Context: an optimization exercise on an open-source flow, tuned for small area. The choices shown serve that exercise and are no tape-out recipe. Only simulation tests tie the RTL to the original design; equivalence was not proved. Power is estimated from default activity; no workload was simulated.

### design.v
module register_file_rd_port #(
  parameter int DATA_WIDTH   = 32,
  parameter int ADDR_WIDTH   = 5,
  parameter int WRITE_BYPASS = 0
) (
  input  logic [(2**ADDR_WIDTH)-1:0][DATA_WIDTH-1:0] regs,
  input  logic [ADDR_WIDTH-1:0]                      addr,
  input  logic                                       wr_en,
  input  logic [ADDR_WIDTH-1:0]                      wr_addr,
  input  logic [DATA_WIDTH-1:0]                      wr_data,
  output logic [DATA_WIDTH-1:0]                      data
);
  always_comb begin
    data = regs[addr];
    if ((WRITE_BYPASS != 0) && wr_en && (addr == wr_addr))
      data = wr_data;
    if (addr == '0)
      data = '0;
  end
endmodule
module register_file #(
  parameter int DATA_WIDTH   = 32,
  parameter int ADDR_WIDTH   = 5,
  parameter int WRITE_BYPASS = 0
) (
  input  logic                  clk,
  input  logic                  reset,
  input  logic                  reg_write,
  input  logic [ADDR_WIDTH-1:0] rs1_addr,
  input  logic [ADDR_WIDTH-1:0] rs2_addr,
  input  logic [ADDR_WIDTH-1:0] rd_addr,
  input  logic [DATA_WIDTH-1:0] rd_data,
  output logic [DATA_WIDTH-1:0] rs1_data,
  output logic [DATA_WIDTH-1:0] rs2_data
);
  localparam int DEPTH  = 2**ADDR_WIDTH;
  localparam int NUM_RD = 2;
  logic [DEPTH-1:0][DATA_WIDTH-1:0]  regs;
  logic                              wr_en;
  logic [NUM_RD-1:0][ADDR_WIDTH-1:0] rd_port_addr;
  logic [NUM_RD-1:0][DATA_WIDTH-1:0] rd_port_data;
  assign wr_en = reg_write && !reset && (rd_addr != '0);
  always_ff @(posedge clk) begin
    if (reset)
      regs <= '0;
    else if (wr_en)
      regs[rd_addr] <= rd_data;
  end
  assign rd_port_addr = {rs2_addr, rs1_addr};
  for (genvar p = 0; p < NUM_RD; p++) begin : g_rd
    register_file_rd_port #(
      .DATA_WIDTH  (DATA_WIDTH),
      .ADDR_WIDTH  (ADDR_WIDTH),
      .WRITE_BYPASS(WRITE_BYPASS)
    ) u_rd (
      .regs   (regs),
      .addr   (rd_port_addr[p]),
      .wr_en  (wr_en),
      .wr_addr(rd_addr),
      .wr_data(rd_data),
      .data   (rd_port_data[p])
    );
  end
  assign rs1_data = rd_port_data[0];
  assign rs2_data = rd_port_data[1];
endmodule
### run.sh
#!/bin/bash
# synth_recipe.tcl (not shown) runs the flow's synth.tcl, then flattens the netlist and writes it again
# the make line also repeats each setting of config.mk as NAME=value (left out here)
make -C /OpenROAD-flow-scripts/flow DESIGN_CONFIG=/design/flow/config.mk WORK_HOME=/design/flow/orfs CLKGATE_MAP_FILE= SYNTH_SCRIPT=/design/flow/synth_recipe.tcl finish
### config.mk
export PLATFORM = sky130hd
export DESIGN_NAME = register_file
export DESIGN_NICKNAME = register_file
export VERILOG_FILES = /design/flow/design.v
export SDC_FILE = /design/flow/constraint.sdc
export NUM_CORES = 4
export LEC_CHECK = 0
export CAP_MARGIN = 20
export CORE_MARGIN = 2
export CORE_UTILIZATION = 40
export SLEW_MARGIN = 20
### constraint.sdc
create_clock -name core_clock -period 6.0 [get_ports {clk}]
set_input_delay 1.2000 -clock core_clock [delete_from_list [all_inputs] [get_ports {clk}]]
set_output_delay 1.2000 -clock core_clock [all_outputs]
set_load 0.01 [all_outputs]
==> impl_metrics.json, run 1 <==
{
  "global_route.usage.total_pct": 27.7,
  "slew-limit-headroom_pct": 19.9,
  "die_w_microns": 366,
  "finalSetupViolations": 0,
  "routed-via-count": 42800,
  "report.final.hold_viol_count": 0,
  "setup.worst_path.class": "input port to output port",
  "largest_net_degree_at_the_start_of_global_routing": 212,
  "layout.core_utilization_pct": 45.6,
  "place.detailed.hpwl_microns": 115000,
  "synth_area_leaders": "sky130_fd_sc_hd__dfxtp_1, sky130_fd_sc_hd__mux4_2, sky130_fd_sc_hd__mux2i_1",
  "root_buffer": "sky130_fd_sc_hd__clkbuf_16",
  "clkLatencyLatePin_ns": 0.72,
  "route.detailed.vias_per_inst": 6.26,
  "antenna_left": 0,
  "reg_top3": "regs: 1024 flops",
  "number_of_cts_inserted_buffers": 106,
  "place.port_buffers": 113,
  "timing_worst_slew_pin_value_ns": 1.19,
  "setup.worst_path.start_class": "input port",
  "clock_sinks": 1024,
  "drt_iter0_markers": 6260,
  "rsz0062_at_grt": "no",
  "tns_ns": 0,
  "finalInstanceArea_sq_um": 59300,
  "seq_area_frac_synth_pct": 39.0,
  "netlist_instances": 5169,
  "fp.dieArea_sq_um": 134000,
  "floorplan.initialDensity_pct": 40.4,
  "synth.cell_area_sq_um": 52500,
  "placement.cell_area_sq_um": 55800,
  "layout_area_overhead_pct": 12.8,
  "critical_path.endpoint_type": "output port",
  "postCtsResizedCells": 0,
  "wirelength_microns": 191000,
  "report.final.slew_viol_count": 0,
  "number_of_synthesized_flops_with_an_enable_pin": 0,
  "vdd_ir_drop_max_uv": 229,
  "synth_fp_nets": 5221,
  "hold_end": "regs[123]",
  "period_share_pct": 92.3,
  "hold_path.startpoint": "regs[123]",
  "path_max_fanout": 19,
  "diodes": 0,
  "leakage_nw": 21.3,
  "synth-async-reset-ratio_pct": 0,
  "number_of_stages_on_the_worst_hold_path": 2,
  "worst_r2r_endpoint": "regs[863]",
  "rows": 132,
  "max_freq_mhz": 181,
  "htreeDepth": 3,
  "via_count_of_the_first_global_routing_pass": 40800,
  "syn_avg_cell_area_sq_um": 10.2,
  "synth.yosys.warnings": 2,
  "ioPinCount": 114,
  "cts_tree": "done",
  "ff2ff_path_depth": 2,
  "final_cell_mix": "sky130_fd_sc_hd__dfxtp_1, sky130_fd_sc_hd__nand2_1, sky130_fd_sc_hd__mux2i_1",
  "crit_required_ns": 4.80,
  "hold-worst-slack_ns": 0.464,
  "gp_congestion": 0.875,
  "final_common_cell": "sky130_fd_sc_hd__dfxtp_1",
  "largest-register": "regs",
  "cap_violations": 0,
  "drcViolationCount": 0,
  "fp.dieH_microns": 366,
  "period_minus_slack_ns": 5.54,
  "cts-hold-fix-buffers": 0,
  "grt_overflow": 0,
  "finish.net_count": 5061,
  "status": "complete, no violations",
  "hp-class": "register to register",
  "clock_path_buffers": 3,
  "largest_register_ff_count": 1024,
  "synth_ff_type": "sky130_fd_sc_hd__dfxtp_1",
  "grt_pass1_wl_microns": 280000,
  "setup.reg_to_reg.worst_slack_ns": 5.26,
  "layout-drive-gt1-share_pct": 21.1,
  "post-synth-top-area-cell": "sky130_fd_sc_hd__dfxtp_1",
  "crit-reg2reg-launch": "regs[863]",
  "synth_top_cell_area_share_pct": 39.0,
  "power_density_nw_per_um2": 253,
  "clk_pin_slew_ns": 0.06,
  "worst-endpoint-arrival_ns": 4.34,
  "detailedRoute.firstPassIterationCount": 6,
  "number_of_buffers_inserted_by_post_cts_setup_repair": 0,
  "placeableCoreArea_sq_um": 130000,
  "ys_types": 48,
  "antenna_violations_before_repair": 8,
  "timing.clock.skew_ns": 0,
  "postSynthRegisterBits": 1024,
  "routed_wire_length_per_instance_microns": 28.0
}
synthesized netlist by cell type, drive strengths merged (4+ instances only):
master,instances
dfxtp,1024
nand2,661
mux2i,623
nor2,601
a21oi,527
mux4,512
clkbuf,417
buf,167
o21ai,161
nand3,137
mux2,115
a221oi,46
nor2b,38
o221ai,32
a22oi,18
a31oi,18
nor4,12
or4,10
nor3,6
or2,6
nand2b,5
and3,4
inv,4
or3,4
cells by family after synthesis:
logic type	Yosys count	share of synthesized area [%]
mux	1250	36.3
fa+ha+maj	2	0.0476
compound gates	807	8.40
simple gates	1494	11.7
xor+xnor	3	0.0500
flops	1024	39.0
buf+inv	589	4.49
power breakdown:
part	switching, mW	internal, mW	total [mW]
registers	0.0240	6.83	6.85
clock network	2.92	3.82	6.74
logic	0.936	0.438	1.37
layer usage:
metal	GRT usage [%]	vias up	wire length (microns)	part of all wire, %
li1	-	18300	-	-
met1	39.8	21500	79300	41
met2	41.1	2541	82600	43
met3	6.21	424	22700	12
met4	8.78	10	6800	3.6
met5	0	-	62	0.032
per-stage QoR:
stage	cells	power (mW)	setup slack [ns]
2_1_floorplan	5169	7.76	1.50
3_3_place_gp	6643	8.34	0.710
3_5_place_dp	6643	8.34	0.692
4_1_cts	6836	15.0	0.683
5_1_grt	6836	15.3	0.562
6_report	6836	15.0	0.464
area by class of cell:
class                           instances  area, sq um
Timing Repair Buffer                  316         3140
Tap cell                             1742         2180
Multi-Input combinational cell       3556        29900
Fill cell                           12100        70700
Inverter                                5         18.8
Sequential cell                      1024        20500
Clock buffer                          168         3200
Clock inverter                         25          272
worst max path at each step:
stage	start	end	slack [ns]
after floorplan	rs2_addr[0]	rs2_data[10]	1.50
after global placement	rs1_addr[3]	rs1_data[12]	0.71
after detailed placement	rs1_addr[1]	rs1_data[15]	0.69
after CTS	rs1_addr[1]	rs1_data[15]	0.68
after global routing	rs1_addr[3]	rs1_data[12]	0.56
final	rs1_addr[3]	rs1_data[12]	0.46
worst max-delay path: stages:
cell and delay (ns):
sky130_fd_sc_hd__buf_2 0.55, sky130_fd_sc_hd__nor2b_2 1.04, sky130_fd_sc_hd__buf_4 0.36, sky130_fd_sc_hd__a21oi_1 0.09
sky130_fd_sc_hd__o21ai_0 0.26, sky130_fd_sc_hd__a21oi_1 0.23, sky130_fd_sc_hd__clkdlybuf4s50_1 0.55
==> run 2: changes to the inputs <==
==> design.v (replaced) <==
module rf_o22a (input logic a1, a2, b1, b2, output logic y);
  assign y = (a1 | a2) & (b1 | b2);
endmodule
module rf_a222oi (input logic a1, a2, b1, b2, c1, c2, output logic y);
  assign y = ~((a1 & a2) | (b1 & b2) | (c1 & c2));
endmodule
module rf_nand2 (input logic a, b, output logic y);
  assign y = ~(a & b);
endmodule
module rf_nand3 (input logic a, b, c, output logic y);
  assign y = ~(a & b & c);
endmodule
module rf_nand4 (input logic a, b, c, d, output logic y);
  assign y = ~(a & b & c & d);
endmodule
module rf_or3 (input logic a, b, c, output logic y);
  assign y = a | b | c;
endmodule
module rf_rd_bit (
  input  logic [31:0] sel,
  input  logic [31:0] q,
  output logic        y
);
  logic [10:0] l;
  logic [2:0]  h;
  for (genvar g = 0; g < 10; g++) begin : g_aoi
    rf_a222oi u (.a1(sel[3*g+1]), .a2(q[3*g+1]),
                 .b1(sel[3*g+2]), .b2(q[3*g+2]),
                 .c1(sel[3*g+3]), .c2(q[3*g+3]), .y(l[g]));
  end
  rf_nand2 u_l10 (.a(sel[31]), .b(q[31]), .y(l[10]));
  rf_nand4 u_h0 (.a(l[0]), .b(l[1]), .c(l[2]),  .d(l[3]), .y(h[0]));
  rf_nand4 u_h1 (.a(l[4]), .b(l[5]), .c(l[6]),  .d(l[7]), .y(h[1]));
  rf_nand3 u_h2 (.a(l[8]), .b(l[9]), .c(l[10]),           .y(h[2]));
  rf_or3   u_o  (.a(h[0]), .b(h[1]), .c(h[2]), .y(y));
endmodule
module register_file #(
  parameter int DATA_WIDTH   = 32,
  parameter int ADDR_WIDTH   = 5,
  parameter int WRITE_BYPASS = 0
) (
  input  logic                  clk,
  input  logic                  reset,
  input  logic                  reg_write,
  input  logic [ADDR_WIDTH-1:0] rs1_addr,
  input  logic [ADDR_WIDTH-1:0] rs2_addr,
  input  logic [ADDR_WIDTH-1:0] rd_addr,
  input  logic [DATA_WIDTH-1:0] rd_data,
  output logic [DATA_WIDTH-1:0] rs1_data,
  output logic [DATA_WIDTH-1:0] rs2_data
);
  localparam int DEPTH = 2**ADDR_WIDTH;
  if (DATA_WIDTH == 32 && ADDR_WIDTH == 5 && WRITE_BYPASS == 0) begin : g_opt
    logic [31:0] regs [1:31];
    logic [31:0] nxt  [1:31];
    logic [31:0] we, wen, sel1, sel2;
    logic [31:0] wd;
    assign wd = rd_data & {32{~reset}};
    for (genvar r = 0; r < 32; r++) begin : g_dec
      assign we[r]   = reset | (reg_write && rd_addr == r);
      assign wen[r]  = ~we[r];
      assign sel1[r] = (rs1_addr == r);
      assign sel2[r] = (rs2_addr == r);
    end
    for (genvar r = 1; r < 32; r++) begin : g_row
      for (genvar b = 0; b < 32; b++) begin : g_bit
        rf_o22a u_hold (.a1(regs[r][b]), .a2(we[r]), .b1(wd[b]), .b2(wen[r]),
                        .y(nxt[r][b]));
      end
      always_ff @(posedge clk) regs[r] <= nxt[r];
    end
    for (genvar b = 0; b < 32; b++) begin : g_col
      logic [31:0] col;
      assign col[0] = 1'b0;
      for (genvar r = 1; r < 32; r++) begin : g_c
        assign col[r] = regs[r][b];
      end
      rf_rd_bit u_rd1 (.sel(sel1), .q(col), .y(rs1_data[b]));
      rf_rd_bit u_rd2 (.sel(sel2), .q(col), .y(rs2_data[b]));
    end
  end else begin : g_gen
    logic [DEPTH-1:0][DATA_WIDTH-1:0] regs;
    logic wr_en;
    assign wr_en = reg_write && !reset && (rd_addr != '0);
    always_ff @(posedge clk) begin
      if (reset)      regs <= '0;
      else if (wr_en) regs[rd_addr] <= rd_data;
    end
    always_comb begin
      rs1_data = regs[rs1_addr];
      if ((WRITE_BYPASS != 0) && wr_en && (rs1_addr == rd_addr)) rs1_data = rd_data;
      if (rs1_addr == '0) rs1_data = '0;
      rs2_data = regs[rs2_addr];
      if ((WRITE_BYPASS != 0) && wr_en && (rs2_addr == rd_addr)) rs2_data = rd_data;
      if (rs2_addr == '0) rs2_data = '0;
    end
  end
endmodule
--- a/config.mk
+++ b/config.mk
@@ -5,7 +5,11 @@
 export SDC_FILE = /design/flow/constraint.sdc
 export NUM_CORES = 4
 export LEC_CHECK = 0
+export ABC_AREA = 0
+export ABC_CLOCK_PERIOD_IN_PS = 100000
 export CAP_MARGIN = 20
 export CORE_MARGIN = 2
 export CORE_UTILIZATION = 40
 export SLEW_MARGIN = 20
+export SYNTH_HIERARCHICAL = 1
+export SYNTH_MINIMUM_KEEP_SIZE = 0
==> run 2 against run 1 <==
Now fails the layout checks on negative setup slack; worst setup slack got worse by 0.74 ns; register-to-register slack improved by 0.07 ns; critical path depth unchanged; worst hold slack improved by 0.032 ns; global-route usage increased by 7.9 points; combinational power increased by 61%; total power increased by 12%; routed wire length decreased by 3.1%; non-clock buffer count decreased by 27; sequential cell count decreased by 32; clock power decreased by 0.7%; critical endpoint is now rs2_data[4]; largest cell class is now registers.
==> impl_metrics.json, run 2 <==
{
  "root_buffer": "sky130_fd_sc_hd__clkbuf_16",
  "ioPinCount": 114,
  "antenna_violations_before_repair": 7,
  "place.detailed.hpwl_microns": 104000,
  "drt_iter0_markers": 8728,
  "critPathMaxStageDelay_ns": 1.17,
  "clock_sinks": 992,
  "htreeDepth": 3,
  "clock_path_buffers": 3,
  "postCtsResizedCells": 0,
  "final_cell_mix": "sky130_fd_sc_hd__o22a_1, sky130_fd_sc_hd__dfxtp_1, sky130_fd_sc_hd__a222oi_1",
  "synth.yosys.warnings": 10,
  "global_route.usage.total_pct": 35.6,
  "wirelength_microns": 185000,
  "so.violations": "negative setup slack",
  "syn_avg_cell_area_sq_um": 12.0,
  "via_count_of_the_first_global_routing_pass": 35700,
  "largest_register_ff_count": 992,
  "reg_top3": "g_opt.regs: 992 flops",
  "hold-worst-slack_ns": 0.496,
  "critical_path.endpoint_type": "output port",
  "hp-class": "register to register",
  "die_w_microns": 312,
  "tns_ns": -3.52,
  "synth_fp_nets": 3219,
  "routed-via-count": 38700,
  "crit_required_ns": 4.80,
  "routed_wire_length_per_instance_microns": 37.9,
  "setup.worst_path.start_class": "input port",
  "timing.critical_path.cells": "clkdlybuf4s50_1 > or3_1 > nor2_2 > a222oi_1 > nand4_1 > or3_1 > clkdlybuf4s50_1",
  "report.final.slew_viol_count": 0,
  "finalInstanceArea_sq_um": 46900,
  "cts-hold-fix-buffers": 0,
  "final.setup.worst_slack_ns": -0.273,
  "sequential_cell_area_sq_um": 19900,
  "largest_net_degree_at_the_start_of_global_routing": 59,
  "synth.cell_area_sq_um": 38000,
  "setup.worst_path.class": "input port to output port",
  "critPathBufInv": 2,
  "report.power.total_mw": 16.7,
  "path_max_fanout": 16,
  "drcViolationCount": 0,
  "rsz0062_at_grt": "yes",
  "slew-limit-headroom_pct": 5.33,
  "number_of_buffers_inserted_by_post_cts_setup_repair": 0,
  "fp.dieH_microns": 312,
  "antenna_left": 0,
  "place.port_buffers": 113,
  "route.detailed.vias_per_inst": 7.92,
  "period_minus_slack_ns": 6.27,
  "clk_pin_slew_ns": 0.06,
  "rows": 113,
  "multiInputGateArea_sq_um": 19000,
  "leakage_nw": 17.7,
  "placeableCoreArea_sq_um": 94600,
  "period_share_pct": 105,
  "timing.critical_path.slowest_stage_cell": "sky130_fd_sc_hd__nor2_2",
  "placement.cell_area_sq_um": 43100,
  "layout-drive-gt1-share_pct": 13.7,
  "finish.net_count": 3590,
  "clkLatencyLatePin_ns": 0.69,
  "report.final.hold_viol_count": 0,
  "grt_pass1_wl_microns": 255000,
  "fp.dieArea_sq_um": 97500,
  "max_freq_mhz": 159,
  "timing_worst_slew_pin_value_ns": 1.42,
  "number_of_cts_inserted_buffers": 104,
  "grt_overflow": 0,
  "status": "failed layout checks",
  "finalSetupViolations": 28,
  "detailedRoute.firstPassIterationCount": 14,
  "largest-register": "g_opt.regs",
  "largest_delay_share_family_worst_path": "simple AND/OR/NAND/NOR gates",
  "fillers": 8618,
  "floorplan.initialDensity_pct": 40.2,
  "timing.clock.skew_ns": 0,
  "cap_violations": 0,
  "layout_area_overhead_pct": 23.3,
  "vdd_ir_drop_max_uv": 237,
  "gp_congestion": 0.904,
  "worst-endpoint-arrival_ns": 5.07,
  "power_density_nw_per_um2": 357,
  "netlist_instances": 3169,
  "cts_tree": "done"
}
-- run 2: changes by cell type in the layout (fill, tap and decap cells not counted), moves of 64 or more --
| cell | change |
|---|---|
| sky130_fd_sc_hd__o22a_1 | +992 |
| sky130_fd_sc_hd__a222oi_1 | +640 |
| sky130_fd_sc_hd__mux2i_1 | -623 |
| sky130_fd_sc_hd__nor2_1 | -594 |
| sky130_fd_sc_hd__nand2_1 | -586 |
| sky130_fd_sc_hd__a21oi_1 | -526 |
| sky130_fd_sc_hd__mux4_2 | -512 |
| sky130_fd_sc_hd__o21ai_0 | -161 |
| sky130_fd_sc_hd__nand4_1 | +128 |
| sky130_fd_sc_hd__mux2_2 | -115 |
| sky130_fd_sc_hd__or3_1 | +64 |
-- run 2: per-layer routing --
metal | vias to the layer above | global-route usage, % | share of wire [%]
li1 | 15500 | - | -
met1 | 19200 | 46.2 | 37
met2 | 3327 | 49.8 | 40
met3 | 645 | 13.8 | 16
met4 | 8 | 20.9 | 6.5
met5 | - | 0 | 0.027
-- run 2: through the flow --
stage | worst slack [ns] | util [%] | instances
floorplan | 1.55 | - | 3169
global placement | 0.0193 | 45.6 | 4686
detailed placement | 0.0281 | 45.6 | 4687
CTS | 0.0302 | 49.3 | 4878
global route | -0.157 | 49.5 | 4890
finish | -0.273 | 49.6 | 4895
-- run 2: layout make-up --
type / count / area share, %
Sequential cell: 992 / 42.4
Multi-Input combinational cell: 2153 / 40.5
Clock buffer: 157 / 6.62
Timing Repair Buffer: 289 / 6.19
Tap cell: 1265 / 3.38
Clock inverter: 34 / 0.910
Antenna cell: 5 / 0.0267
-- run 2: worst paths after layout --
| check | from | to | slack, ns | depth (start not counted) |
|---|---|---|---|---|
| setup / recovery | rs2_addr[4] | rs2_data[4] | -0.27 | 7 |
| setup reg to reg | g_opt.regs[5][25] | g_opt.regs[5][25] | 5.33 | 1 |
| hold / removal | g_opt.regs[29][11] | g_opt.regs[29][11] | 0.50 | 1 |
| hold reg to reg | g_opt.regs[29][11] | g_opt.regs[29][11] | 0.50 | 1 |
-- run 2: report_power, final --
| part | internal (mW) | switching [mW] | total (mW) |
|---|---|---|---|
| logic | 0.940 | 1.27 | 2.21 |
| registers | 7.28 | 0.526 | 7.80 |
| clock network | 3.91 | 2.78 | 6.69 |
==> run 3: changes to the inputs <==
--- a/design.v
+++ b/design.v
@@ -1,5 +1,11 @@
-module rf_o22a (input logic a1, a2, b1, b2, output logic y);
-  assign y = (a1 | a2) & (b1 | b2);
+module rf_a22o (input logic a1, a2, b1, b2, output logic y);
+  assign y = (a1 & a2) | (b1 & b2);
+endmodule
+module rf_and2 (input logic a, b, output logic y);
+  assign y = a & b;
+endmodule
+module rf_or2 (input logic a, b, output logic y);
+  assign y = a | b;
 endmodule
 module rf_a222oi (input logic a1, a2, b1, b2, c1, c2, output logic y);
   assign y = ~((a1 & a2) | (b1 & b2) | (c1 & c2));
@@ -53,19 +59,35 @@
   if (DATA_WIDTH == 32 && ADDR_WIDTH == 5 && WRITE_BYPASS == 0) begin : g_opt
     logic [31:0] regs [1:31];
     logic [31:0] nxt  [1:31];
-    logic [31:0] we, wen, sel1, sel2;
-    logic [31:0] wd;
-    assign wd = rd_data & {32{~reset}};
-    for (genvar r = 0; r < 32; r++) begin : g_dec
-      assign we[r]   = reset | (reg_write && rd_addr == r);
-      assign wen[r]  = ~we[r];
-      assign sel1[r] = (rs1_addr == r);
-      assign sel2[r] = (rs2_addr == r);
+    logic [31:0] load, hold, sel1, sel2;
+    logic [3:0]  wlo, wlon, r1lo, r2lo;
+    logic [7:0]  whi, whin, r1hi, r2hi;
+    for (genvar j = 0; j < 4; j++) begin : g_lo
+      assign wlo[j]  = (rd_addr[1:0] == j);
+      assign wlon[j] = !reset && (rd_addr[1:0] != j);
+      assign r1lo[j] = (rs1_addr[1:0] == j);
+      assign r2lo[j] = (rs2_addr[1:0] == j);
+    end
+    for (genvar k = 0; k < 8; k++) begin : g_hi
+      assign whi[k]  = reg_write && !reset && (rd_addr[4:2] == k);
+      assign whin[k] = !reset && !(reg_write && (rd_addr[4:2] == k));
+      assign r1hi[k] = (rs1_addr[4:2] == k);
+      assign r2hi[k] = (rs2_addr[4:2] == k);
+    end
+    assign load[0] = 1'b0;
+    assign hold[0] = 1'b0;
+    assign sel1[0] = 1'b0;
+    assign sel2[0] = 1'b0;
+    for (genvar r = 1; r < 32; r++) begin : g_dec
+      rf_and2 u_load (.a(wlo[r % 4]),  .b(whi[r / 4]),  .y(load[r]));
+      rf_or2  u_hold (.a(wlon[r % 4]), .b(whin[r / 4]), .y(hold[r]));
+      rf_and2 u_sel1 (.a(r1lo[r % 4]), .b(r1hi[r / 4]), .y(sel1[r]));
+      rf_and2 u_sel2 (.a(r2lo[r % 4]), .b(r2hi[r / 4]), .y(sel2[r]));
     end
     for (genvar r = 1; r < 32; r++) begin : g_row
       for (genvar b = 0; b < 32; b++) begin : g_bit
-        rf_o22a u_hold (.a1(regs[r][b]), .a2(we[r]), .b1(wd[b]), .b2(wen[r]),
-                        .y(nxt[r][b]));
+        rf_a22o u_bit (.a1(regs[r][b]), .a2(hold[r]), .b1(rd_data[b]), .b2(load[r]),
+                       .y(nxt[r][b]));
       end
       always_ff @(posedge clk) regs[r] <= nxt[r];
     end
==> flow/run.sh (new file) <==
#!/bin/bash
# Standard ORFS layout with these changes:
#  - port buffers are plain buffers (buffer_ports otherwise picks a slow delay cell);
#  - before repair_design, the drivers of high-fanout nets are upsized
#    (flow/presize.tcl), so repair_design needs few buffers;
#  - clock tree synthesis uses clkbuf_16 on larger sink clusters and inserts no dummy loads.
# ORFS writes each step's full log under orfs/logs/; make's output goes to standard_make.log.
set -euo pipefail
here=$(pwd)
export BUFFER_PORTS_ARGS="-buffer_cell sky130_fd_sc_hd__buf_1"
export PRE_RESIZE_TCL="$here/flow/presize.tcl"
export CTS_ARGS="-sink_clustering_enable -repair_clock_nets -dont_use_dummy_load -buf_list sky130_fd_sc_hd__clkbuf_16 -sink_clustering_size 30 -sink_clustering_max_diameter 80"
bash standard.sh finish > standard_make.log 2>&1
==> flow/presize.tcl (new file) <==
# PRE_RESIZE hook: before repair_design, upsize the drivers of high-fanout
# signal nets (the register file's row and column lines) so that
# repair_design does not have to buffer them.
proc presize_fanout_drivers { min_fanout mid_fanout } {
  set n 0
  foreach net [[ord::get_db_block] getNets] {
    if {[$net getSigType] ne "SIGNAL"} continue
    set drv ""
    set sinks 0
    foreach it [$net getITerms] {
      if {[$it isOutputSignal]} { set drv [$it getInst] } else { incr sinks }
    }
    if {$drv eq "" || $sinks < $mid_fanout} continue
    set wants [expr {$sinks >= $min_fanout ? {4 2} : {2}}]
    set m [[$drv getMaster] getName]
    if {![regexp {^(sky130_fd_sc_hd__\w+)_(\d+)$} $m -> base sz]} continue
    if {[string match "*df*" $base]} continue
    foreach want $wants {
      if {$sz >= $want} break
      set cand "${base}_$want"
      if {[[ord::get_db] findMaster $cand] ne "NULL" && [lsearch $::env(DONT_USE_CELLS) $cand] < 0} {
        replace_cell [$drv getName] $cand
        incr n
        break
      }
    }
  }
  puts "presize: upsized $n drivers"
}
presize_fanout_drivers 16 6
==> standard.sh (new file) <==
#!/bin/bash
# synth_recipe.tcl (not shown) runs the flow's synth.tcl, then flattens the netlist and writes it again
# the make line also repeats each setting of config.mk as NAME=value (left out here)
make -C /OpenROAD-flow-scripts/flow DESIGN_CONFIG=/design/flow/config.mk WORK_HOME=/design/flow/orfs CLKGATE_MAP_FILE= SYNTH_SCRIPT=/design/flow/synth_recipe.tcl "${@:-finish}"
--- a/config.mk
+++ b/config.mk
@@ -6,10 +6,14 @@
 export NUM_CORES = 4
 export LEC_CHECK = 0
 export ABC_AREA = 0
-export ABC_CLOCK_PERIOD_IN_PS = 100000
-export CAP_MARGIN = 20
+export CAP_MARGIN = 5
 export CORE_MARGIN = 2
-export CORE_UTILIZATION = 40
-export SLEW_MARGIN = 20
+export CORE_UTILIZATION = 55
+export CTS_BUF_LIST = sky130_fd_sc_hd__clkbuf_16
+export CTS_CLUSTER_DIAMETER = 80
+export CTS_CLUSTER_SIZE = 30
+export GPL_TIMING_DRIVEN = 0
+export PLACE_DENSITY = 0.65
+export SLEW_MARGIN = 5
 export SYNTH_HIERARCHICAL = 1
 export SYNTH_MINIMUM_KEEP_SIZE = 0
removed: run.sh
==> run 3 against run 2 <==
The run now finishes clean; die area decreased by 27%; synthesized cell count decreased by 1.2%; count of clock-buffer cells in the layout down 113; synthesized area down 0.40%; worst hold slack improved by 0.021 ns; sequential share of layout area increased by 6.1 points; register-to-register slack lost 0.05 ns; non-clock buffer count decreased by 175; largest power group unchanged.
==> impl_metrics.json, run 3 <==
{
  "critical_path.endpoint_type": "output port",
  "wl_met2_microns": 73300,
  "layout.core_utilization_pct": 60.0,
  "netlist_instances": 3130,
  "synth.yosys.warnings": 10,
  "crit_cells": 7,
  "setup.reg_to_reg.worst_slack_ns": 5.28,
  "multiInputGateArea_sq_um": 18300,
  "largest_register_ff_count": 992,
  "finish.net_count": 3337,
  "ioPinCount": 114,
  "setup.worst_path.start_class": "input port",
  "number_of_buffers_inserted_by_post_cts_setup_repair": 0,
  "place.detailed.hpwl_microns": 92400,
  "syn_avg_cell_area_sq_um": 12.1,
  "via_count_of_the_first_global_routing_pass": 36800,
  "final_cell_mix": "sky130_fd_sc_hd__a22o_1, sky130_fd_sc_hd__dfxtp_1, sky130_fd_sc_hd__a222oi_1",
  "cts-hold-fix-buffers": 0,
  "report.power.total_mw": 11.0,
  "clock_path_buffers": 3,
  "met3_length_microns": 29400,
  "worst_path_most_repeated_cell": "sky130_fd_sc_hd__buf_1",
  "period_share_pct": 85.9,
  "floorplan.initialDensity_pct": 55.4,
  "timing.clock.skew_ns": 0,
  "cts_tree": "done",
  "route.detailed.vias_per_inst": 9.17,
  "power_density_nw_per_um2": 267,
  "largest_net_degree_at_the_start_of_global_routing": 33,
  "rsz0062_at_grt": "no",
  "finalSetupViolations": 0,
  "die_w_microns": 266,
  "gp_congestion": 0.928,
  "report.final.slew_viol_count": 0,
  "crit_required_ns": 4.80,
  "wirelength_microns": 180000,
  "root_buffer": "sky130_fd_sc_hd__clkbuf_16",
  "critical_path.startpoint": "rs2_addr[0]",
  "critPathBufInv": 2,
  "drcViolationCount": 0,
  "critPathMaxStageDelay_ns": 0.64,
  "place.port_buffers": 111,
  "clkLatencyLatePin_ns": 0.68,
  "status": "complete, no violations",
  "routed_wire_length_per_instance_microns": 43.1,
  "highest_routed_layer": "met5",
  "tns_ns": 0,
  "rows": 96,
  "largest_delay_share_family_worst_path": "simple AND/OR/NAND/NOR gates",
  "timing.critical_path.slowest_stage_cell": "sky130_fd_sc_hd__or3_1",
  "worst-endpoint-arrival_ns": 3.95,
  "antenna_left": 0,
  "postCtsResizedCells": 0,
  "vdd_ir_drop_max_uv": 257,
  "synth.cell_area_sq_um": 37900,
  "detailedRoute.firstPassIterationCount": 14,
  "ff2ff_path_depth": 1,
  "number_of_stages_on_the_worst_hold_path": 1,
  "hp-class": "register to register",
  "largest-register": "g_opt.regs",
  "global_route.usage.total_pct": 47.9,
  "crit-reg2reg-launch": "g_opt.regs[3][28]",
  "critPathCapture": "rs2_data[6]",
  "drt_iter0_markers": 9580,
  "clock_sinks": 992,
  "report.final.hold_viol_count": 0,
  "leakage_nw": 14.7,
  "fp.dieArea_sq_um": 70900,
  "fillers": 5565,
  "number_of_cts_inserted_buffers": 44,
  "grt_overflow": 0,
  "synth_fp_nets": 3180,
  "routed-via-count": 38300,
  "timing_worst_slew_pin_value_ns": 0.840,
  "reg_top3": "g_opt.regs: 992 flops",
  "wl_met1_microns": 61200,
  "fp.dieH_microns": 266,
  "clk_pin_slew_ns": 0.09,
  "htreeDepth": 2,
  "path_max_fanout": 32,
  "cap_violations": 0,
  "layout-drive-gt1-share_pct": 7.00,
  "sequential_cell_area_sq_um": 19900,
  "placeableCoreArea_sq_um": 68300,
  "period_minus_slack_ns": 5.15,
  "worst_r2r_endpoint": "g_opt.regs[3][28]",
  "max_freq_mhz": 194,
  "grt_pass1_wl_microns": 249000,
  "antenna_violations_before_repair": 15,
  "layout_area_overhead_pct": 8.27,
  "timing.critical_path.cells": "buf_1 > and2_2 > and2_4 > a222oi_1 > nand4_1 > or3_1 > buf_1",
  "hold_path.startpoint": "g_opt.regs[8][13]",
  "slew-limit-headroom_pct": 44.0,
  "setup.worst_path.class": "input port to output port"
}
==> run 3: cell type report <==
type | count | area share [%]
multi-input cells | 2135 | 44.7
plain buffers | 3 | 0.0366
clock buffers | 44 | 2.69
diodes | 13 | 0.0794
flip-flops and latches | 992 | 48.5
well taps | 882 | 2.69
repair buffers | 111 | 1.33
==> run 3: through the flow <==
step	setup slack, ns	instances	instance area, sq um	hold WS, ns
finish	0.848	4180	41000	0.516
global placement	0.174	4123	39400	0.485
CTS	1.23	4167	41000	0.516
detailed placement	1.24	4123	39800	0.493
global route	1.03	4174	41000	0.531
floorplan	2.09	3130	37900	0.475
==> run 3: worst min-delay path by stage <==
stage | endpoint | slack (ns)
finish | g_opt.regs[8][13] | 0.52
global route | g_opt.regs[11][22] | 0.53
CTS | g_opt.regs[11][22] | 0.52
detailed placement | g_opt.regs[17][13] | 0.49
global placement | g_opt.regs[10][7] | 0.49
floorplan | g_opt.regs[10][0] | 0.48
==> run 3: layer usage <==
metal / up-vias / global-route usage, %
met1: 18700 / 57.1
li1: 14800 / -
met2: 3881 / 68.1
met5: - / 0.832
met3: 993 / 19.6
met4: 16 / 37.8
==> run 3: power by group <==
part           switching, mW  total (mW)  internal (mW)  leakage (nW)
Sequential            0.0658        6.73           6.66          8.00
Combinational          0.638       0.785          0.147          6.13
Clock                   2.13        3.45           1.32         0.542
Total                   2.83        11.0           8.13          14.7
==> run 4: changes to the inputs <==
--- a/config.mk
+++ b/config.mk
@@ -8,12 +8,12 @@
 export ABC_AREA = 0
 export CAP_MARGIN = 5
 export CORE_MARGIN = 2
-export CORE_UTILIZATION = 55
+export CORE_UTILIZATION = 48
 export CTS_BUF_LIST = sky130_fd_sc_hd__clkbuf_16
 export CTS_CLUSTER_DIAMETER = 80
 export CTS_CLUSTER_SIZE = 30
 export GPL_TIMING_DRIVEN = 0
-export PLACE_DENSITY = 0.65
+export PLACE_DENSITY = 0.6
 export SLEW_MARGIN = 5
 export SYNTH_HIERARCHICAL = 1
 export SYNTH_MINIMUM_KEEP_SIZE = 0
==> run 4 against run 3 <==
Critical endpoint is now rs1_data[10]; still clean on timing, DRC and antenna; combinational power up 2%; critical path type unchanged; via count about the same; cell count up 3.6%.
==> impl_metrics.json, run 4 <==
{
  "status": "complete, no violations",
  "place.port_buffers": 111,
  "p_switching_mw": 2.88,
  "clock_sinks": 992,
  "drt_iter0_markers": 9520,
  "reg_top3": "g_opt.regs: 992 flops",
  "global_route.usage.total_pct": 43.5,
  "timing_worst_slew_pin_value_ns": 0.843,
  "route.detailed.vias_per_inst": 8.85,
  "place.detailed.hpwl_microns": 95100,
  "via_count_of_the_first_global_routing_pass": 37300,
  "routed-via-count": 38300,
  "worst_path_most_repeated_cell": "sky130_fd_sc_hd__buf_1",
  "detailedRoute.firstPassIterationCount": 13,
  "worst-endpoint-arrival_ns": 3.88,
  "largest-register": "g_opt.regs",
  "clock_path_buffers": 3,
  "hp-class": "register to register",
  "synth.yosys.warnings": 10,
  "fp.dieH_microns": 285,
  "grt_pass1_wl_microns": 260000,
  "power_density_nw_per_um2": 268,
  "htreeDepth": 2,
  "final_cell_mix": "sky130_fd_sc_hd__a22o_1, sky130_fd_sc_hd__dfxtp_1, sky130_fd_sc_hd__a222oi_1",
  "clk_pin_slew_ns": 0.06,
  "cap_violations": 0,
  "finish.net_count": 3338,
  "path_max_fanout": 32,
  "grt_overflow": 0,
  "number_of_buffers_inserted_by_post_cts_setup_repair": 0,
  "p_seq_share_pct": 61.0,
  "pre_cts_ws_ns": 1.13,
  "synth_fp_nets": 3180,
  "swShare_pct": 26.1,
  "power_frac_comb_pct": 7.3,
  "root_buffer": "sky130_fd_sc_hd__clkbuf_16",
  "die_w_microns": 285,
  "finalInstanceArea_sq_um": 41200,
  "rsz0062_at_grt": "no",
  "timing.clock.skew_ns": 0,
  "placeableCoreArea_sq_um": 77700,
  "netlist_instances": 3130,
  "final.setup.worst_slack_ns": 0.917,
  "floorplan.initialDensity_pct": 48.7,
  "finalSetupViolations": 0,
  "timing.critical_path.slowest_stage_cell": "sky130_fd_sc_hd__nand4_1",
  "crit_required_ns": 4.80,
  "ioPinCount": 114,
  "max_freq_mhz": 197,
  "cts-hold-fix-buffers": 0,
  "largest_register_ff_count": 992,
  "cts_tree": "done",
  "postCtsResizedCells": 0,
  "critPathMaxStageDelay_ns": 0.68,
  "number_of_cts_inserted_buffers": 45,
  "routed_wire_length_per_instance_microns": 43.4,
  "period_share_pct": 84.7,
  "placement.cell_area_sq_um": 40000,
  "period_minus_slack_ns": 5.08,
  "int_power_mw": 8.16,
  "leakage_nw": 14.7,
  "clkLatencyLatePin_ns": 0.64,
  "synth.cell_area_sq_um": 37900,
  "syn_avg_cell_area_sq_um": 12.1,
  "number_of_stages_on_the_worst_hold_path": 1,
  "rows": 102,
  "layout.core_utilization_pct": 53.0,
  "ff2ff_path_depth": 1,
  "gp_congestion": 0.916,
  "antenna_violations_before_repair": 11,
  "critical_path.endpoint_type": "output port",
  "wirelength_microns": 188000,
  "fillers": 6687,
  "vdd_ir_drop_max_uv": 175,
  "largest_net_degree_at_the_start_of_global_routing": 33,
  "setup.worst_path.class": "input port to output port",
  "clkPwrFrac_pct": 31.8,
  "report.final.hold_viol_count": 0,
  "setup.worst_path.start_class": "input port",
  "fp.dieArea_sq_um": 81100,
  "report.final.slew_viol_count": 0,
  "tns_ns": 0,
  "slew-limit-headroom_pct": 43.8,
  "layout-drive-gt1-share_pct": 7.03,
  "antenna_left": 0,
  "timing.critical_path.cells": "buf_1 > and2_2 > and2_4 > a222oi_1 > nand4_1 > or3_1 > buf_1",
  "layout_area_overhead_pct": 8.80,
  "drcViolationCount": 0
}
-- run 4: stage by stage --
step	power (mW)	hold WS [ns]	std cells
3_3_place_gp	7.55	0.486	4281
4_1_cts	10.9	0.514	4326
3_5_place_dp	7.61	0.492	4281
2_1_floorplan	7.14	0.475	3130
6_report	11.0	0.516	4330
5_1_grt	11.2	0.526	4328
-- run 4: path summary, 6_finish.rpt --
check	start	to	slack, ns
hold reg to reg	g_opt.regs[9][17]	g_opt.regs[9][17]	0.52
hold / removal	g_opt.regs[9][17]	g_opt.regs[9][17]	0.52
setup / recovery	rs1_addr[0]	rs1_data[10]	0.92
setup reg to reg	g_opt.regs[7][13]	g_opt.regs[7][13]	5.30
-- run 4: routing by layer --
layer / vias up / GRT usage, % / routed length [microns]
met1: 18800 / 53.2 / 66100
met5: - / 1.80 / 236
met2: 3785 / 62.5 / 76800
li1: 14700 / - / -
met3: 988 / 15.6 / 28600
met4: 17 / 32.8 / 16300
-- run 4: power groups by stage --
stage | logic [mW] | clock network (mW) | registers, mW
floorplan | 0.276 | 0 | 6.86
global placement | 0.683 | 0 | 6.87
detailed placement | 0.738 | 0 | 6.88
CTS | 0.739 | 3.48 | 6.72
global route | 0.780 | 3.71 | 6.74
finish | 0.802 | 3.51 | 6.73
-- run 4: critical path: cells and delay by family --
| kind | cells | cell delay (ns) |
|---|---|---|
| AND/OR/NAND/NOR | 4 | 1.93 |
| buffers and inverters | 2 | 0.26 |
| AO/OA/AOI/OAI | 1 | 0.45 |
-- run 4: layout make-up --
cell class / instances / area, sq um / area share, %
sequential: 992 / 19900 / 48.2
multi-input combinational: 2135 / 18300 / 44.5
tap: 1040 / 1300 / 3.16
clock buffer: 45 / 1130 / 2.73
timing repair buffer: 111 / 547 / 1.33
buffer: 3 / 15.0 / 0.0365
antenna: 4 / 10.0 / 0.0243
==> run 5: changes to the inputs <==
--- a/config.mk
+++ b/config.mk
@@ -8,12 +8,12 @@
 export ABC_AREA = 0
 export CAP_MARGIN = 5
 export CORE_MARGIN = 2
-export CORE_UTILIZATION = 48
+export CORE_UTILIZATION = 62
 export CTS_BUF_LIST = sky130_fd_sc_hd__clkbuf_16
 export CTS_CLUSTER_DIAMETER = 80
 export CTS_CLUSTER_SIZE = 30
 export GPL_TIMING_DRIVEN = 0
-export PLACE_DENSITY = 0.6
+export PLACE_DENSITY = 0.72
 export SLEW_MARGIN = 5
 export SYNTH_HIERARCHICAL = 1
 export SYNTH_MINIMUM_KEEP_SIZE = 0
==> run 5 against run 4 <==
Still clean; sequential power about the same; clock skew did not move; final area decreased by 0.77%; critical endpoint is now rs1_data[6].
==> impl_metrics.json, run 5 <==
{
  "status": "complete, no violations",
  "timing.clock.skew_ns": 0,
  "place.port_buffers": 111,
  "report.final.slew_viol_count": 0,
  "fp.dieH_microns": 251,
  "antenna_left": 0,
  "slew-limit-headroom_pct": 45.5,
  "power_density_nw_per_um2": 267,
  "p_switching_mw": 2.79,
  "clk_pin_slew_ns": 0.07,
  "rows": 90,
  "cts_tree": "done",
  "report.final.hold_viol_count": 0,
  "detailedRoute.firstPassIterationCount": 15,
  "placeableCoreArea_sq_um": 60400,
  "synth_fp_nets": 3180,
  "largest_register_ff_count": 992,
  "grt_overflow": 0,
  "finalSetupViolations": 0,
  "rsz0062_at_grt": "no",
  "syn_avg_cell_area_sq_um": 12.1,
  "reg_top3": "g_opt.regs: 992 flops",
  "largest-register": "g_opt.regs",
  "report.power.total_mw": 10.9,
  "routed_wire_length_per_instance_microns": 42.3,
  "drcViolationCount": 0,
  "hp-class": "register to register",
  "cap_violations": 0,
  "timing_worst_slew_pin_value_ns": 0.818,
  "setup.worst_path.class": "input port to output port",
  "clkLatencyLatePin_ns": 0.64,
  "postCtsResizedCells": 0,
  "final_cell_mix": "sky130_fd_sc_hd__a22o_1, sky130_fd_sc_hd__dfxtp_1, sky130_fd_sc_hd__a222oi_1",
  "period_minus_slack_ns": 5.06,
  "die_w_microns": 251,
  "largest_net_degree_at_the_start_of_global_routing": 33,
  "finish.net_count": 3337,
  "routed-via-count": 38400,
  "final.setup.worst_slack_ns": 0.936,
  "critical_path.endpoint_type": "output port",
  "fp.dieArea_sq_um": 63000,
  "period_share_pct": 84.4,
  "number_of_buffers_inserted_by_post_cts_setup_repair": 0,
  "grt_pass1_wl_microns": 243000,
  "ioPinCount": 114,
  "cts-hold-fix-buffers": 0,
  "via_count_of_the_first_global_routing_pass": 37300,
  "worst-endpoint-arrival_ns": 3.86,
  "vdd_ir_drop_max_uv": 231,
  "pre_cts_ws_ns": 1.29,
  "gp_congestion": 0.971,
  "synth.yosys.warnings": 10,
  "floorplan.initialDensity_pct": 62.7,
  "layout-drive-gt1-share_pct": 7.00,
  "crit_required_ns": 4.80,
  "path_max_fanout": 32,
  "netlist_instances": 3130,
  "global_route.usage.total_pct": 51.9,
  "int_power_mw": 8.13,
  "p_seq_share_pct": 61.6,
  "place.detailed.hpwl_microns": 88600,
  "drt_iter0_markers": 10300,
  "max_freq_mhz": 197,
  "number_of_cts_inserted_buffers": 44,
  "clock_sinks": 992,
  "power_frac_comb_pct": 7.1,
  "wirelength_microns": 173000,
  "leakage_nw": 14.7,
  "clock_path_buffers": 3,
  "root_buffer": "sky130_fd_sc_hd__clkbuf_16",
  "setup.worst_path.start_class": "input port",
  "layout_area_overhead_pct": 7.97,
  "antenna_violations_before_repair": 12,
  "synth.cell_area_sq_um": 37900,
  "route.detailed.vias_per_inst": 9.40,
  "swShare_pct": 25.5,
  "tns_ns": 0,
  "clkPwrFrac_pct": 31.3,
  "htreeDepth": 2
}
-- run 5: cell count changes in the layout (fill, tap and decap cells not counted), sizes merged --
cell / change
clkbuf: -1
diode: +13
-- run 5: cell type report --
type	count	area [sq um]
Sequential cell	992	19900
Fill cell	4561	19500
Multi-Input combinational cell	2135	18300
Clock buffer	44	1100
Tap cell	782	978
Timing Repair Buffer	111	547
Antenna cell	17	42.5
Buffer	3	15.0
-- run 5: worst paths after layout --
path,endpoint,startpoint,depth (start not counted),slack [ns]
worst max-delay path,rs1_data[6],rs1_addr[0],7,0.94
worst min-delay path,g_opt.regs[25][29],g_opt.regs[25][29],1,0.52
worst max register to register,g_opt.regs[25][19],g_opt.regs[25][19],1,5.30
worst min register to register,g_opt.regs[25][29],g_opt.regs[25][29],1,0.52
-- run 5: worst max-delay path, cell delays in order --
cell and delay [ns]:
sky130_fd_sc_hd__buf_1 0.12, sky130_fd_sc_hd__and2_2 0.29, sky130_fd_sc_hd__and2_4 0.36, sky130_fd_sc_hd__a222oi_1 0.41
sky130_fd_sc_hd__nand4_1 0.65, sky130_fd_sc_hd__or3_1 0.64, sky130_fd_sc_hd__buf_1 0.16
-- run 5: power groups by stage --
stage          clock [mW]  combinational, mW  sequential (mW)
3_3_place_gp            0              0.644             6.87
6_report             3.41              0.775             6.73
4_1_cts              3.37              0.700             6.72
5_1_grt              3.61              0.746             6.74
3_5_place_dp            0              0.699             6.88
2_1_floorplan           0              0.276             6.86
-- run 5: through the flow --
step | util [%] | hold slack [ns] | cells | instance area [sq um]
floorplan | - | 0.475 | 3130 | 37900
global placement | 65.0 | 0.485 | 4023 | 39200
detailed placement | 65.8 | 0.493 | 4023 | 39700
CTS | 67.6 | 0.514 | 4067 | 40800
global route | 67.7 | 0.528 | 4074 | 40800
finish | 67.7 | 0.520 | 4084 | 40900
-- run 5: metal layers --
metal	GRT usage, %	part of all wire, %	vias up
met1	60.8	32	18300
met5	2.16	0.18	-
met4	44.9	10	16
met3	21.1	17	1159
met2	73.3	40	4122
li1	-	-	14800
==> run 6: changes to the inputs <==
--- a/config.mk
+++ b/config.mk
@@ -8,12 +8,12 @@
 export ABC_AREA = 0
 export CAP_MARGIN = 5
 export CORE_MARGIN = 2
-export CORE_UTILIZATION = 62
+export CORE_UTILIZATION = 55
 export CTS_BUF_LIST = sky130_fd_sc_hd__clkbuf_16
 export CTS_CLUSTER_DIAMETER = 80
 export CTS_CLUSTER_SIZE = 30
 export GPL_TIMING_DRIVEN = 0
-export PLACE_DENSITY = 0.72
+export PLACE_DENSITY = 0.8
 export SLEW_MARGIN = 5
 export SYNTH_HIERARCHICAL = 1
 export SYNTH_MINIMUM_KEEP_SIZE = 0
==> run 6 against run 5 <==
Sequential cell count is the same; utilization shrank 7.8 points; still clean; synthesized area is the same; count of clock-buffer cells in the layout shrank 3; final area grew 0.12%; register-to-register slack lost 0.02 ns; die area grew 13%; highest routed layer unchanged; global-route usage shrank 5.1 points; via count grew 2.1%.
==> impl_metrics.json, run 6 <==
{
  "synth.yosys.warnings": 10,
  "final_cell_mix": "sky130_fd_sc_hd__a22o_1, sky130_fd_sc_hd__dfxtp_1, sky130_fd_sc_hd__a222oi_1",
  "global_route.usage.total_pct": 46.8,
  "period_share_pct": 87.2,
  "cts-hold-fix-buffers": 0,
  "max_freq_mhz": 191,
  "report.final.hold_viol_count": 0,
  "setup.reg_to_reg.worst_slack_ns": 5.28,
  "report.final.slew_viol_count": 0,
  "rsz0062_at_grt": "no",
  "placement.cell_area_sq_um": 39800,
  "layout_area_overhead_pct": 8.10,
  "largest_register_ff_count": 992,
  "timing.critical_path.cells": "buf_1 > and2_2 > and2_4 > a222oi_1 > nand4_1 > or3_1 > buf_1",
  "floorplan.initialDensity_pct": 55.4,
  "leakage_nw": 14.6,
  "vdd_ir_drop_max_uv": 195,
  "final-instance-count-excl-fill": 4180,
  "rows": 96,
  "path_max_fanout": 32,
  "clock_sinks": 992,
  "largest_delay_share_family_worst_path": "simple AND/OR/NAND/NOR gates",
  "netlist_instances": 3130,
  "number_of_buffers_inserted_by_post_cts_setup_repair": 0,
  "reg_top3": "g_opt.regs: 992 flops",
  "routed-via-count": 39200,
  "tns_ns": 0,
  "wirelength_microns": 175000,
  "cap_violations": 0,
  "power_density_nw_per_um2": 264,
  "layout.core_utilization_pct": 59.9,
  "place.detailed.hpwl_microns": 89600,
  "routed_wire_length_per_instance_microns": 41.9,
  "finish.net_count": 3334,
  "ff2ff_path_depth": 1,
  "sequential_cell_area_sq_um": 19900,
  "hold-worst-slack_ns": 0.518,
  "htreeDepth": 2,
  "synth.cell_area_sq_um": 37900,
  "met3_length_microns": 34200,
  "gp_congestion": 0.915,
  "via_count_of_the_first_global_routing_pass": 38300,
  "die_w_microns": 266,
  "wl_met2_microns": 67800,
  "setup.worst_path.start_class": "input port",
  "hp-class": "register to register",
  "clock_path_buffers": 3,
  "final.setup.worst_slack_ns": 0.770,
  "critPathMaxStageDelay_ns": 0.73,
  "slew-limit-headroom_pct": 43.2,
  "timing_worst_slew_pin_value_ns": 0.850,
  "period_minus_slack_ns": 5.23,
  "syn_avg_cell_area_sq_um": 12.1,
  "clk_pin_slew_ns": 0.08,
  "antenna_left": 0,
  "postCtsResizedCells": 0,
  "placeableCoreArea_sq_um": 68300,
  "fp.dieArea_sq_um": 70900,
  "route.detailed.vias_per_inst": 9.38,
  "status": "complete, no violations",
  "number_of_cts_inserted_buffers": 41,
  "worst_path_most_repeated_cell": "sky130_fd_sc_hd__buf_1",
  "antenna_violations_before_repair": 14,
  "multiInputGateArea_sq_um": 18300,
  "setup.worst_path.class": "input port to output port",
  "largest-register": "g_opt.regs",
  "number_of_stages_on_the_worst_hold_path": 1,
  "finalInstanceArea_sq_um": 40900,
  "detailedRoute.firstPassIterationCount": 17,
  "highest_routed_layer": "met5",
  "finalSetupViolations": 0,
  "timing.critical_path.slowest_stage_cell": "sky130_fd_sc_hd__nand4_1",
  "ioPinCount": 114,
  "drcViolationCount": 0,
  "cts_tree": "done",
  "fillers": 5425,
  "place.port_buffers": 111,
  "wl_met1_microns": 55800,
  "critical_path.endpoint_type": "output port",
  "report.power.total_mw": 10.8,
  "grt_overflow": 0,
  "fp.dieH_microns": 266,
  "grt_pass1_wl_microns": 247000,
  "drt_iter0_markers": 10600,
  "worst-endpoint-arrival_ns": 4.03,
  "critPathBufInv": 2,
  "root_buffer": "sky130_fd_sc_hd__clkbuf_16",
  "crit_required_ns": 4.80,
  "timing.clock.skew_ns": 0,
  "number_of_placed_instances_taps_included": 4123,
  "synth_fp_nets": 3180,
  "layout-drive-gt1-share_pct": 6.92,
  "largest_net_degree_at_the_start_of_global_routing": 33,
  "pre_cts_ws_ns": 1.31,
  "crit_cells": 7,
  "clkLatencyLatePin_ns": 0.64
}
[run 6: worst paths after layout]
kind	from	end
max reg2reg	g_opt.regs[22][14]	g_opt.regs[22][14]
min reg2reg	g_opt.regs[30][19]	g_opt.regs[30][19]
max	rs1_addr[0]	rs1_data[23]
min	g_opt.regs[30][19]	g_opt.regs[30][19]
[run 6: area by class of cell]
| class | instances | share of cell area, % |
|---|---|---|
| Antenna cell | 16 | 0.0979 |
| Tap cell | 882 | 2.70 |
| Sequential cell | 992 | 48.5 |
| Multi-Input combinational cell | 2135 | 44.8 |
| Clock buffer | 41 | 2.51 |
| Timing Repair Buffer | 111 | 1.34 |
| Buffer | 3 | 0.0367 |
[run 6: where the power goes]
part | switching, mW | internal, mW
registers | 0.0669 | 6.66
clock network | 2.07 | 1.24
logic | 0.633 | 0.147
[run 6: layer usage]
layer | GRT usage [%] | vias to the layer above
met5 | 2.08 | -
met4 | 38.7 | 6
met3 | 23.5 | 1293
met2 | 63.5 | 4603
met1 | 54.5 | 18500
li1 | - | 14800
==> run 7: changes to the inputs <==
--- a/flow/run.sh
+++ b/flow/run.sh
@@ -9,5 +9,5 @@
 here=$(pwd)
 export BUFFER_PORTS_ARGS="-buffer_cell sky130_fd_sc_hd__buf_1"
 export PRE_RESIZE_TCL="$here/flow/presize.tcl"
-export CTS_ARGS="-sink_clustering_enable -repair_clock_nets -dont_use_dummy_load -buf_list sky130_fd_sc_hd__clkbuf_16 -sink_clustering_size 30 -sink_clustering_max_diameter 80"
+export CTS_ARGS="-sink_clustering_enable -repair_clock_nets -dont_use_dummy_load -buf_list sky130_fd_sc_hd__clkbuf_16 -sink_clustering_size 28 -sink_clustering_max_diameter 100"
 bash standard.sh finish > standard_make.log 2>&1
--- a/config.mk
+++ b/config.mk
@@ -10,10 +10,10 @@
 export CORE_MARGIN = 2
 export CORE_UTILIZATION = 55
 export CTS_BUF_LIST = sky130_fd_sc_hd__clkbuf_16
-export CTS_CLUSTER_DIAMETER = 80
-export CTS_CLUSTER_SIZE = 30
+export CTS_CLUSTER_DIAMETER = 100
+export CTS_CLUSTER_SIZE = 28
 export GPL_TIMING_DRIVEN = 0
-export PLACE_DENSITY = 0.8
+export PLACE_DENSITY = 0.65
 export SLEW_MARGIN = 5
 export SYNTH_HIERARCHICAL = 1
 export SYNTH_MINIMUM_KEEP_SIZE = 0
==> run 7 against run 6 <==
Still clean; critical path depth did not move; routed wire length increased by 2.4%; register-to-register slack is essentially flat; total power increased by 0.27%; non-clock buffer count is the same; sequential share of layout area about the same.
==> impl_metrics.json, run 7 <==
{
  "status": "complete, no violations",
  "root_buffer": "sky130_fd_sc_hd__clkbuf_16",
  "place.detailed.hpwl_microns": 92400,
  "fp.dieH_microns": 266,
  "synth_fp_nets": 3180,
  "sequential_cell_area_sq_um": 19900,
  "rsz0062_at_grt": "no",
  "timing.clock.skew_ns": 0,
  "placeableCoreArea_sq_um": 68300,
  "fillers": 5579,
  "clock_path_buffers": 3,
  "route.detailed.vias_per_inst": 9.17,
  "reg_top3": "g_opt.regs: 992 flops",
  "report.final.hold_viol_count": 0,
  "largest_register_ff_count": 992,
  "report.power.total_mw": 10.8,
  "syn_avg_cell_area_sq_um": 12.1,
  "timing.critical_path.slowest_stage_cell": "sky130_fd_sc_hd__or3_1",
  "grt_pass1_wl_microns": 249000,
  "routed-via-count": 38300,
  "period_share_pct": 84.0,
  "clkLatencyLatePin_ns": 0.62,
  "largest_net_degree_at_the_start_of_global_routing": 33,
  "clk_pin_slew_ns": 0.10,
  "critPathMaxStageDelay_ns": 0.61,
  "power_density_nw_per_um2": 265,
  "synth.cell_area_sq_um": 37900,
  "layout_area_overhead_pct": 8.09,
  "vdd_ir_drop_max_uv": 264,
  "crit_required_ns": 4.80,
  "antenna_violations_before_repair": 15,
  "floorplan.initialDensity_pct": 55.4,
  "worst_path_most_repeated_cell": "sky130_fd_sc_hd__buf_1",
  "largest-register": "g_opt.regs",
  "timing.critical_path.cells": "buf_1 > and2_2 > and2_4 > a222oi_1 > nand4_1 > or3_1 > buf_1",
  "period_minus_slack_ns": 5.04,
  "cap_violations": 0,
  "hp-class": "register to register",
  "gp_congestion": 0.928,
  "tns_ns": 0,
  "max_freq_mhz": 198,
  "die_w_microns": 266,
  "postCtsResizedCells": 0,
  "critical_path.endpoint_type": "output port",
  "path_max_fanout": 32,
  "timing_worst_slew_pin_value_ns": 0.846,
  "via_count_of_the_first_global_routing_pass": 36600,
  "synth.yosys.warnings": 10,
  "report.final.slew_viol_count": 0,
  "multiInputGateArea_sq_um": 18300,
  "setup.worst_path.start_class": "input port",
  "slew-limit-headroom_pct": 43.6,
  "place.port_buffers": 111,
  "fp.dieArea_sq_um": 70900,
  "grt_overflow": 0,
  "drcViolationCount": 0,
  "final_cell_mix": "sky130_fd_sc_hd__a22o_1, sky130_fd_sc_hd__dfxtp_1, sky130_fd_sc_hd__a222oi_1",
  "layout-drive-gt1-share_pct": 6.92,
  "worst-endpoint-arrival_ns": 3.84,
  "cts-hold-fix-buffers": 0,
  "setup.worst_path.class": "input port to output port",
  "drt_iter0_markers": 9554,
  "wirelength_microns": 180000,
  "netlist_instances": 3130,
  "detailedRoute.firstPassIterationCount": 14,
  "htreeDepth": 2,
  "number_of_buffers_inserted_by_post_cts_setup_repair": 0,
  "antenna_left": 0,
  "finish.net_count": 3334,
  "ioPinCount": 114,
  "rows": 96,
  "leakage_nw": 14.6,
  "routed_wire_length_per_instance_microns": 43.0,
  "cts_tree": "done",
  "number_of_cts_inserted_buffers": 41,
  "global_route.usage.total_pct": 47.8,
  "finalSetupViolations": 0,
  "clock_sinks": 992
}
run 7: area by class of cell:
type / instances / share of cell area [%]
plain buffers: 3 / 0.0367
flip-flops and latches: 992 / 48.5
diodes: 15 / 0.0917
well taps: 882 / 2.70
repair buffers: 111 / 1.34
multi-input cells: 2135 / 44.8
clock buffers: 41 / 2.51
run 7: critical path, delay by kind of cell:
| kind | cells | cell delay [ns] |
|---|---|---|
| compound gates | 1 | 0.47 |
| simple gates | 4 | 1.79 |
| buf+inv | 2 | 0.34 |
run 7: report_power, final:
group / leakage (nW) / internal [mW] / switching [mW]
Clock: 0.505 / 1.24 / 2.09
Combinational: 6.13 / 0.147 / 0.637
Sequential: 8.00 / 6.66 / 0.0658
run 7: final timing paths:
check	startpoint	to	slack [ns]	cells after the start
worst max-delay path	rs1_addr[1]	rs1_data[6]	0.96	7
worst min-delay path	g_opt.regs[8][13]	g_opt.regs[8][13]	0.52	1
worst max register to register	g_opt.regs[3][28]	g_opt.regs[3][28]	5.29	1
worst min register to register	g_opt.regs[8][13]	g_opt.regs[8][13]	0.52	1
run 7: through the flow:
step / setup slack, ns / hold WS [ns] / utilization, % / cell area [sq um] / std cells
floorplan: 2.09 / 0.475 / - / 37900 / 3130
CTS: 1.23 / 0.517 / 59.8 / 40900 / 4164
global route: 1.03 / 0.532 / 59.8 / 40900 / 4171
detailed placement: 1.24 / 0.493 / 58.3 / 39800 / 4123
global placement: 0.174 / 0.485 / 57.6 / 39400 / 4123
finish: 0.960 / 0.518 / 59.9 / 40900 / 4179
run 7: per-layer routing:
| metal | GRT usage, % | share of wire, % |
|---|---|---|
| met1 | 57.2 | 34 |
| met2 | 67.8 | 41 |
| met3 | 18.8 | 16 |
| met4 | 38.9 | 9.2 |
| met5 | 1.18 | 0.11 |

==> static timing again, ports no longer ideal <==
Ports are ideal in the flow. The routed layouts listed here were re-timed in OpenROAD. Step 1, drivers: a clkbuf_16 drives clk and a buf_2 each remaining input, both assumed. Step 2 adds t to the input delays and takes it off the output delays; t is the mean of the earliest and latest rising clock arrival at the registers after step 1. Input paths then give back, and output paths get back, about the clock's delay inside the block. Slacks: no drivers / after step 1 / after step 2; pairs: no drivers / after step 1.
| run | t (ns) | setup WS [ns] | slew at the worst register clock pin (ns) |
|---|---|---|---|
| run 1 | 0.804 | 0.464 / 0.433 / 0.433 | 0.07 / 0.07 |
| run 2 | 0.760 | -0.273 / -0.312 / -0.312 | 0.07 / 0.07 |
| run 3 | 0.720 | 0.848 / 0.827 / 0.827 | 0.12 / 0.12 |
| run 4 | 0.707 | 0.917 / 0.895 / 0.895 | 0.12 / 0.12 |
| run 5 | 0.718 | 0.936 / 0.913 / 0.913 | 0.12 / 0.12 |
| run 6 | 0.710 | 0.770 / 0.689 / 0.689 | 0.12 / 0.12 |
| run 7 | 0.698 | 0.960 / 0.931 / 0.931 | 0.11 / 0.11 |
The setup slack of run 6, which loses most, moves by -0.081 ns with the drivers and by -0.081 ns with both steps.
